Context: an optimization exercise on an open-source flow, tuned for small area, a short achievable clock period and few clock cycles per item. The choices shown serve that exercise and are no tape-out recipe.
The RTL was checked by simulation tests, not by an equivalence proof against the original design.

File: flow/run.sh
#!/bin/bash
# synth_recipe.tcl (not shown) runs the flow's synth.tcl, then flattens the netlist and writes it again
# the make line also repeats each setting of config.mk as NAME=value (left out here)
make -C /OpenROAD-flow-scripts/flow DESIGN_CONFIG=/design/flow/config.mk WORK_HOME=/design/flow/orfs CLKGATE_MAP_FILE= SYNTH_SCRIPT=/design/flow/synth_recipe.tcl finish
File: flow/config.mk
export PLATFORM = sky130hd
export DESIGN_NAME = sha256_hasher
export DESIGN_NICKNAME = sha256_hasher
export VERILOG_FILES = /design/flow/design.v
export SDC_FILE = /design/flow/constraint.sdc
export NUM_CORES = 4
export LEC_CHECK = 0
export CAP_MARGIN = 20
export CORE_MARGIN = 2
export CORE_UTILIZATION = 35
export PLACE_DENSITY = 0.5
export SLEW_MARGIN = 20
File: flow/constraint.sdc
create_clock -name core_clock -period 8.8 [get_ports {clk}]
set_input_delay 1.7600 -clock core_clock [delete_from_list [all_inputs] [get_ports {clk}]]
set_output_delay 1.7600 -clock core_clock [all_outputs]
set_load 0.01 [all_outputs]
File: flow/design.v
`timescale 1ns/1ps
`default_nettype none
package sha256_pkg;
  typedef logic [32-1:0] sha256_word_t;
  typedef logic [512-1:0] sha256_block_t;
  typedef logic [256-1:0] sha256_state_t;
  typedef logic [$clog2(64)-1:0] round_idx_t;
  typedef logic [6-1:0] block_count_t;
  localparam sha256_state_t SHA256_IV = {
    32'h6a09e667, 32'hbb67ae85, 32'h3c6ef372, 32'ha54ff53a,
    32'h510e527f, 32'h9b05688c, 32'h1f83d9ab, 32'h5be0cd19
  };
  function automatic sha256_word_t sha256_k(input round_idx_t t);
    case (t)
      6'd0: sha256_k = 32'h428a2f98;
      6'd1: sha256_k = 32'h71374491;
      6'd2: sha256_k = 32'hb5c0fbcf;
      6'd3: sha256_k = 32'he9b5dba5;
      6'd4: sha256_k = 32'h3956c25b;
      6'd5: sha256_k = 32'h59f111f1;
      6'd6: sha256_k = 32'h923f82a4;
      6'd7: sha256_k = 32'hab1c5ed5;
      6'd8: sha256_k = 32'hd807aa98;
      6'd9: sha256_k = 32'h12835b01;
      6'd10: sha256_k = 32'h243185be;
      6'd11: sha256_k = 32'h550c7dc3;
      6'd12: sha256_k = 32'h72be5d74;
      6'd13: sha256_k = 32'h80deb1fe;
      6'd14: sha256_k = 32'h9bdc06a7;
      6'd15: sha256_k = 32'hc19bf174;
      6'd16: sha256_k = 32'he49b69c1;
      6'd17: sha256_k = 32'hefbe4786;
      6'd18: sha256_k = 32'h0fc19dc6;
      6'd19: sha256_k = 32'h240ca1cc;
      6'd20: sha256_k = 32'h2de92c6f;
      6'd21: sha256_k = 32'h4a7484aa;
      6'd22: sha256_k = 32'h5cb0a9dc;
      6'd23: sha256_k = 32'h76f988da;
      6'd24: sha256_k = 32'h983e5152;
      6'd25: sha256_k = 32'ha831c66d;
      6'd26: sha256_k = 32'hb00327c8;
      6'd27: sha256_k = 32'hbf597fc7;
      6'd28: sha256_k = 32'hc6e00bf3;
      6'd29: sha256_k = 32'hd5a79147;
      6'd30: sha256_k = 32'h06ca6351;
      6'd31: sha256_k = 32'h14292967;
      6'd32: sha256_k = 32'h27b70a85;
      6'd33: sha256_k = 32'h2e1b2138;
      6'd34: sha256_k = 32'h4d2c6dfc;
      6'd35: sha256_k = 32'h53380d13;
      6'd36: sha256_k = 32'h650a7354;
      6'd37: sha256_k = 32'h766a0abb;
      6'd38: sha256_k = 32'h81c2c92e;
      6'd39: sha256_k = 32'h92722c85;
      6'd40: sha256_k = 32'ha2bfe8a1;
      6'd41: sha256_k = 32'ha81a664b;
      6'd42: sha256_k = 32'hc24b8b70;
      6'd43: sha256_k = 32'hc76c51a3;
      6'd44: sha256_k = 32'hd192e819;
      6'd45: sha256_k = 32'hd6990624;
      6'd46: sha256_k = 32'hf40e3585;
      6'd47: sha256_k = 32'h106aa070;
      6'd48: sha256_k = 32'h19a4c116;
      6'd49: sha256_k = 32'h1e376c08;
      6'd50: sha256_k = 32'h2748774c;
      6'd51: sha256_k = 32'h34b0bcb5;
      6'd52: sha256_k = 32'h391c0cb3;
      6'd53: sha256_k = 32'h4ed8aa4a;
      6'd54: sha256_k = 32'h5b9cca4f;
      6'd55: sha256_k = 32'h682e6ff3;
      6'd56: sha256_k = 32'h748f82ee;
      6'd57: sha256_k = 32'h78a5636f;
      6'd58: sha256_k = 32'h84c87814;
      6'd59: sha256_k = 32'h8cc70208;
      6'd60: sha256_k = 32'h90befffa;
      6'd61: sha256_k = 32'ha4506ceb;
      6'd62: sha256_k = 32'hbef9a3f7;
      6'd63: sha256_k = 32'hc67178f2;
      default: sha256_k = 32'h00000000;
    endcase
  endfunction
  function automatic sha256_word_t rotr(input sha256_word_t x, input int n);
    rotr = (x >> n) | (x << (32 - n));
  endfunction
  function automatic sha256_word_t ch(input sha256_word_t x, y, z);
    ch = (x & y) ^ (~x & z);
  endfunction
  function automatic sha256_word_t maj(input sha256_word_t x, y, z);
    maj = (x & y) ^ (x & z) ^ (y & z);
  endfunction
  function automatic sha256_word_t big_sigma0(input sha256_word_t x);
    big_sigma0 = rotr(x, 2) ^ rotr(x, 13) ^ rotr(x, 22);
  endfunction
  function automatic sha256_word_t big_sigma1(input sha256_word_t x);
    big_sigma1 = rotr(x, 6) ^ rotr(x, 11) ^ rotr(x, 25);
  endfunction
  function automatic sha256_word_t small_sigma0(input sha256_word_t x);
    small_sigma0 = rotr(x, 7) ^ rotr(x, 18) ^ (x >> 3);
  endfunction
  function automatic sha256_word_t small_sigma1(input sha256_word_t x);
    small_sigma1 = rotr(x, 17) ^ rotr(x, 19) ^ (x >> 10);
  endfunction
endpackage
`default_nettype wire
`timescale 1ns/1ps
`default_nettype none
module message_schedule (
  input  wire logic                     clk,
  input  wire logic                     block_load,
  input  wire logic                     load,
  input  wire logic                     advance,
  input  wire sha256_pkg::sha256_block_t block,
  output sha256_pkg::sha256_word_t      w_t
);
  localparam int LAST = 16 - 1;
  sha256_pkg::sha256_block_t window;
  sha256_pkg::sha256_word_t  w_new;
  function automatic sha256_pkg::sha256_word_t word(input sha256_pkg::sha256_block_t b,
                                                    input int i);
    word = b[512 - 1 - 32*i -: 32];
  endfunction
  assign w_new = sha256_pkg::small_sigma1(word(window, LAST - 1)) + word(window, LAST - 6) +
                 sha256_pkg::small_sigma0(word(window, 1)) + word(window, 0);
  always_ff @(posedge clk or negedge block_load) begin
    if (!block_load) begin
      window <= '0;
    end else if (load) begin
      window <= block;
    end else if (advance) begin
      window <= {window[512 - 32 - 1:0], w_new};
    end
  end
  assign w_t = word(window, 0);
endmodule
`default_nettype wire
`timescale 1ns/1ps
`default_nettype none
module sha256_core (
  input  wire logic                     clk,
  input  wire logic                     block_load,
  input  wire logic                     core_start,
  input  wire sha256_pkg::sha256_block_t block,
  input  wire sha256_pkg::sha256_state_t chain_value,
  output logic                          core_done,
  output sha256_pkg::sha256_state_t     digest
);
  localparam int STATE_WORDS = 256 / 32;
  typedef enum logic [1:0] {
    CORE_IDLE,
    CORE_ROUNDS,
    CORE_FF
  } core_state_t;
  core_state_t               state;
  sha256_pkg::round_idx_t    round;
  sha256_pkg::sha256_state_t work;
  sha256_pkg::sha256_state_t work_next;
  sha256_pkg::sha256_word_t  w_t;
  sha256_pkg::sha256_word_t  t1;
  sha256_pkg::sha256_word_t  t2;
  logic                      sched_load;
  logic                      sched_advance;
  sha256_pkg::sha256_word_t  wa, wb, wc, wd, we, wf, wg, wh;
  assign {wa, wb, wc, wd, we, wf, wg, wh} = work;
  always_ff @(posedge clk or negedge block_load) begin
    if (!block_load) begin
      state <= CORE_IDLE;
      round <= '0;
    end else begin
      case (state)
        CORE_IDLE: begin
          round <= '0;
          if (core_start) state <= CORE_ROUNDS;
        end
        CORE_ROUNDS: begin
          round <= round + 1'b1;
          if (round == 6'(64 - 1)) state <= CORE_FF;
        end
        CORE_FF: state <= CORE_IDLE;
        default: state <= CORE_IDLE;
      endcase
    end
  end
  always_ff @(posedge clk) begin
    if (state == CORE_IDLE && core_start) begin
      work <= chain_value;
    end else if (state == CORE_ROUNDS) begin
      work <= work_next;
    end
  end
  always_comb begin
    t1 = wh + sha256_pkg::big_sigma1(we) + sha256_pkg::ch(we, wf, wg) +
         sha256_pkg::sha256_k(round) + w_t;
    t2 = sha256_pkg::big_sigma0(wa) + sha256_pkg::maj(wa, wb, wc);
    work_next = {t1 + t2, wa, wb, wc, wd + t1, we, wf, wg};
  end
  assign sched_load    = (state == CORE_IDLE) && !core_start;
  assign sched_advance = (state == CORE_ROUNDS);
  message_schedule u_sched (
    .clk        (clk),
    .block_load (block_load),
    .load       (sched_load),
    .advance    (sched_advance),
    .block      (block),
    .w_t        (w_t)
  );
  always_comb begin
    for (int i = 0; i < STATE_WORDS; i++) begin
      digest[i*32 +: 32] =
        work[i*32 +: 32] +
        chain_value[i*32 +: 32];
    end
  end
  assign core_done = (state == CORE_FF);
endmodule
`default_nettype wire
`timescale 1ns/1ps
`default_nettype none
module hash_chain_ctrl (
  input  wire logic                 clk,
  input  wire logic                 block_load,
  input  wire logic                 block_start,
  input  wire logic                 message_load,
  input  wire logic                 core_done,
  input  wire sha256_pkg::sha256_state_t digest,
  output logic                      core_start,
  output sha256_pkg::sha256_state_t chain_value,
  output logic                      block_ready,
  output logic                      done,
  output sha256_pkg::block_count_t  block_count
);
  typedef enum logic [1:0] {
    CTRL_IDLE,
    CTRL_HASHING,
    CTRL_COMPLETE
  } ctrl_state_t;
  ctrl_state_t state;
  logic        last_block;
  always_ff @(posedge clk or negedge block_load) begin
    if (!block_load) begin
      state       <= CTRL_IDLE;
      core_start  <= 1'b0;
      last_block  <= 1'b0;
      chain_value <= sha256_pkg::SHA256_IV;
      block_count <= '0;
    end else begin
      core_start <= 1'b0;
      case (state)
        CTRL_IDLE: begin
          if (block_start) begin
            core_start <= 1'b1;
            last_block <= !message_load;
            state      <= CTRL_HASHING;
          end
        end
        CTRL_HASHING: begin
          if (core_done) begin
            chain_value <= digest;
            block_count <= block_count + 1'b1;
            state       <= last_block ? CTRL_COMPLETE : CTRL_IDLE;
          end
        end
        CTRL_COMPLETE: state <= CTRL_COMPLETE;
        default:       state <= CTRL_IDLE;
      endcase
    end
  end
  assign block_ready = (state == CTRL_IDLE);
  assign done        = (state == CTRL_COMPLETE);
endmodule
`default_nettype wire
`timescale 1ns/1ps
`default_nettype none
module sha256_hasher (
  input  wire logic                     clk,
  input  wire logic                     block_load,
  input  wire logic                     block_start,
  input  wire logic                     message_load,
  input  wire sha256_pkg::sha256_block_t block,
  output logic                          block_ready,
  output logic                          done,
  output sha256_pkg::sha256_state_t     hash,
  output sha256_pkg::block_count_t      block_count
);
  logic          core_start;
  logic          core_done;
  sha256_pkg::sha256_state_t digest;
  hash_chain_ctrl u_ctrl (
    .clk          (clk),
    .block_load   (block_load),
    .block_start  (block_start),
    .message_load (message_load),
    .core_done    (core_done),
    .digest       (digest),
    .core_start   (core_start),
    .chain_value  (hash),
    .block_ready  (block_ready),
    .done         (done),
    .block_count  (block_count)
  );
  sha256_core u_core (
    .clk         (clk),
    .block_load  (block_load),
    .core_start  (core_start),
    .block       (block),
    .chain_value (hash),
    .core_done   (core_done),
    .digest      (digest)
  );
endmodule
`default_nettype wire
==> impl_metrics.env <==
export IMPL_ys_ff_latch=1042
export IMPL_cp_slowest_stage_delay_ns=0.61
export IMPL_min_period_ns=8.45
export IMPL_setup_slack_ns=0.347
export IMPL_holdWs_ns=0.480
export IMPL_route_final_wire_length_um=322000
export IMPL_synth_cell_area_sq_um=71400
export IMPL_drtPass1Iterations=6
export IMPL_hold_class="register to register"
export IMPL_path_class="register to register"
export IMPL_drtIter0Drc=5306
export IMPL_instances_no_fill=11982
export IMPL_htreeDepth=4
export IMPL_cp_start_kind="register"
export IMPL_reg2reg_to="u_core.work[241]"
export IMPL_cts_made_buffers=136
export IMPL_yosysWarnings=3
export IMPL_cp_depth=36
export IMPL_placedCellCount=11725
export IMPL_dieHeight_um=456
export IMPL_synth_largest_area_cell="dfrtp_1"
export IMPL_cp_end_kind="register"
export IMPL_final_nets=10294
export IMPL_finalSetupViolCount=0
export IMPL_initial_core_util_pct=35.2
export IMPL_drc=0
export IMPL_grt_max_degree=225
export IMPL_root_buffer="clkbuf_16"
export IMPL_dp_worst_setup_slack_ns=-0.120
export IMPL_finalHoldViolCount=0
export IMPL_critPathRequiredTime_ns=9.37
export IMPL_post_dp_hpwl_um=253000
export IMPL_synth_flop_cell="dfrtp_1"
export IMPL_synth_distinct_cells=92
export IMPL_tightest_slew_ns=1.20
export IMPL_reg2reg_depth=36
export IMPL_cts_tree="done"
export IMPL_critPathTopFamily="adder cells"
export IMPL_first_global_vias=64165
export IMPL_area_growth_pct=23.8
export IMPL_routedWlPerCell_um=26.9
export IMPL_finalCritPeriodShare_pct=96.1
export IMPL_gr_total_overflow=0
export IMPL_worstReg2RegStart="u_core.round[0]"
export IMPL_async_reset_ff_share_pct=75.4
export IMPL_fin_worst_skew_ns=0.0455
export IMPL_reg2reg_slack_ns=0.35
export IMPL_synthesis_nets=9533
export IMPL_cap_violations=0
export IMPL_crit_fanout=5
export IMPL_rows=165
export IMPL_clock_fmax_mhz=118
export IMPL_synth_top_area_share_pct=22.8
export IMPL_yosysSeqAreaShare_pct=38.6
export IMPL_path_buf_inv=10
export IMPL_gp_congestion=0.972
export IMPL_endpoint="u_core.work[241]"
export IMPL_syn_instance_count=8431
export IMPL_synth_area_leaders="dfrtp_1 23%, edfxtp_1 11%, nand2_1 11%"
export IMPL_insertion_delay_ns=0.85
export IMPL_grt_usage_pct=30.3
export IMPL_cts_sinks=1042
export IMPL_drive_gt1_share_pct=8.93
export IMPL_vias=65338
export IMPL_slew_headroom_pct=19.9
export IMPL_die_area_sq_um=208000
export IMPL_critPathMostFrequentCell="buf_4"
export IMPL_routed_via_density=5.45
export IMPL_crit_arrival_ns=9.02
export IMPL_ios=780
export IMPL_synth_edff_count=256
export IMPL_report_final_slew_viol_count=0
export IMPL_avgSynthCellArea_sq_um=8.46
export IMPL_grt_pass1_wl_um=461000
export IMPL_cts_buffer_depth=3
export IMPL_path_clk_slew_ns=0.07
export IMPL_holdBufCountCts=0
export IMPL_grt_antenna_before_repair=48
export IMPL_core_sq_um=203000
export IMPL_crit_start="u_core.round[0]"
export IMPL_ant_nets=0
export IMPL_status="finished clean"
export IMPL_die_w_um=456
export IMPL_cp_slowest_cell="xnor2_1"
export IMPL_io_buffers=779
worst reg2reg max path: cells and delay by family, from the launching register on:
| family | cells | cell delay [ns] |
|---|---|---|
| buffers and inverters | 10 | 1.18 |
| adder cells (fa/ha/maj) | 8 | 3.10 |
| AND/OR/NAND/NOR | 8 | 1.16 |
| XOR/XNOR | 2 | 0.84 |
| flip-flops | 1 | 0.39 |
| AO/OA/AOI/OAI | 8 | 1.51 |
registers in the layout (all words and copies together) (netlist names):
name                   count
u_core.round               6
u_core.state               2
u_core.u_sched.window    512
u_core.work              256
u_ctrl.block_count         6
u_ctrl.chain_value       256
u_ctrl.core_start          1
u_ctrl.last_block          1
u_ctrl.state               2
cell usage after synthesis (all sizes together) (35+ instances only):
cell,n
nand3,76
inv,391
fa,195
o21a,51
and3,37
nor2,784
o21bai,44
a31oi,517
nor3,105
a211oi,46
nor2b,39
nand2b,46
xnor2,324
edfxtp,256
a21o,184
a21oi,383
dfrtp,650
clkbuf,484
nand2,2029
o21ai,496
buf,35
ha,391
xor2,257
dfstp,136
metrics by stage:
| step | cell area, sq um | TNS (ns) | util (%) |
|---|---|---|---|
| after global routing | 88300 | -0.154 | 43.6 |
| final | 88400 | 0 | 43.6 |
| after global placement | 83600 | -0.382 | 41.3 |
| after CTS | 88100 | 0 | 43.5 |
| after floorplan | 71400 | 0 | - |
| after detailed placement | 83600 | -0.308 | 41.3 |
cell usage in the layout (no fill, tap or decap), types with 44 or more instances in the layout:
master / instances
nand3_1: 76
nor2_1: 778
fa_1: 195
o21ai_0: 484
inv_1: 390
dfstp_2: 136
a211oi_1: 44
ha_1: 386
a21oi_1: 377
nand2b_1: 45
xor2_1: 254
clkbuf_1: 48
nor3_1: 99
xnor2_1: 319
nand2_1: 2027
clkdlybuf4s50_1: 778
o21a_1: 50
buf_4: 335
clkbuf_16: 139
a31oi_1: 515
o21bai_1: 44
edfxtp_1: 256
a21o_1: 182
dfrtp_1: 647
worst min path at each step:
stage | from | to | slack (ns) | depth (start not counted)
6_report | u_ctrl.last_block | u_ctrl.state[1] | 0.48 | 1
5_1_grt | u_ctrl.state[1] | u_ctrl.state[0] | 0.50 | 1
4_1_cts | u_ctrl.last_block | u_ctrl.state[1] | 0.48 | 1
3_5_place_dp | u_ctrl.last_block | u_ctrl.state[1] | 0.47 | 1
3_3_place_gp | u_ctrl.last_block | u_ctrl.state[1] | 0.46 | 1
2_1_floorplan | u_ctrl.state[1] | u_ctrl.state[0] | 0.45 | 1
routing by layer:
metal	track usage (%)	wire, um	vias up	share of wire, %
met5	0	353	-	0.11
met4	13.1	15500	54	4.8
met3	5.22	17500	518	5.4
met2	50.4	154000	2033	48
met1	38.5	135000	32365	42
li1	-	-	30368	-
final cells by class:
class | instances | area [sq um]
timing repair buffer | 1142 | 10900
fill | 20260 | 114000
clock buffer | 202 | 3860
inverter | 393 | 1480
sequential | 1042 | 27500
antenna | 14 | 35.0
multi-input combinational | 6477 | 40700
tap | 2672 | 3340
clock inverter | 40 | 579
cells by family (layout without fill, tap and decap cells):
group	after synthesis	count (layout)	share of synthesized area, %
compound gates	2016	2016	17.8
xor+xnor	582	582	7.17
fa+ha+maj	608	608	12.6
buf+inv	912	1777	4.80
flops	1042	1042	38.6
mux	48	48	0.854
other cells	0	14	0
simple gates	3223	3223	18.2
repair_timing:
action	4_1_cts	5_1_grt
setup endpoints to repair	4	27
gates resized for setup	4	52
pin swaps	0	7
gates cloned	0	0
setup buffers	0	0
Testbench counts, summed over its fixed seeds: cycles 34,684, blocks 516.

## static timing again, ports no longer ideal
No port has a modelled driver above. Below, the same layout with a new extraction and two added sets of constraints. Step 1 sets driving cells, clkbuf_16 on the clock port and buf_2 on the other inputs (assumed; they add their load-dependent delay and slew). Step 2 times the ports against the registers' clock, not the clock port: input delays grow and output delays shrink by t, the midpoint of the rising clock arrivals with the driver on. Three values: ideal, step 1, step 2; two values: the first two.
t, ns: 0.920
slack for setup (ns): 0.347 / 0.347 / 0.347
latest minus earliest clock arrival (ns): 0.052 / 0.051
slew at the worst register clock pin (ns): 0.07 / 0.07
pins driven straight from the clock port: 1
After both steps setup and hold are still met in this run. The setup slack of this run moves by 0.000 ns with the drivers and by 0.000 ns with both steps.
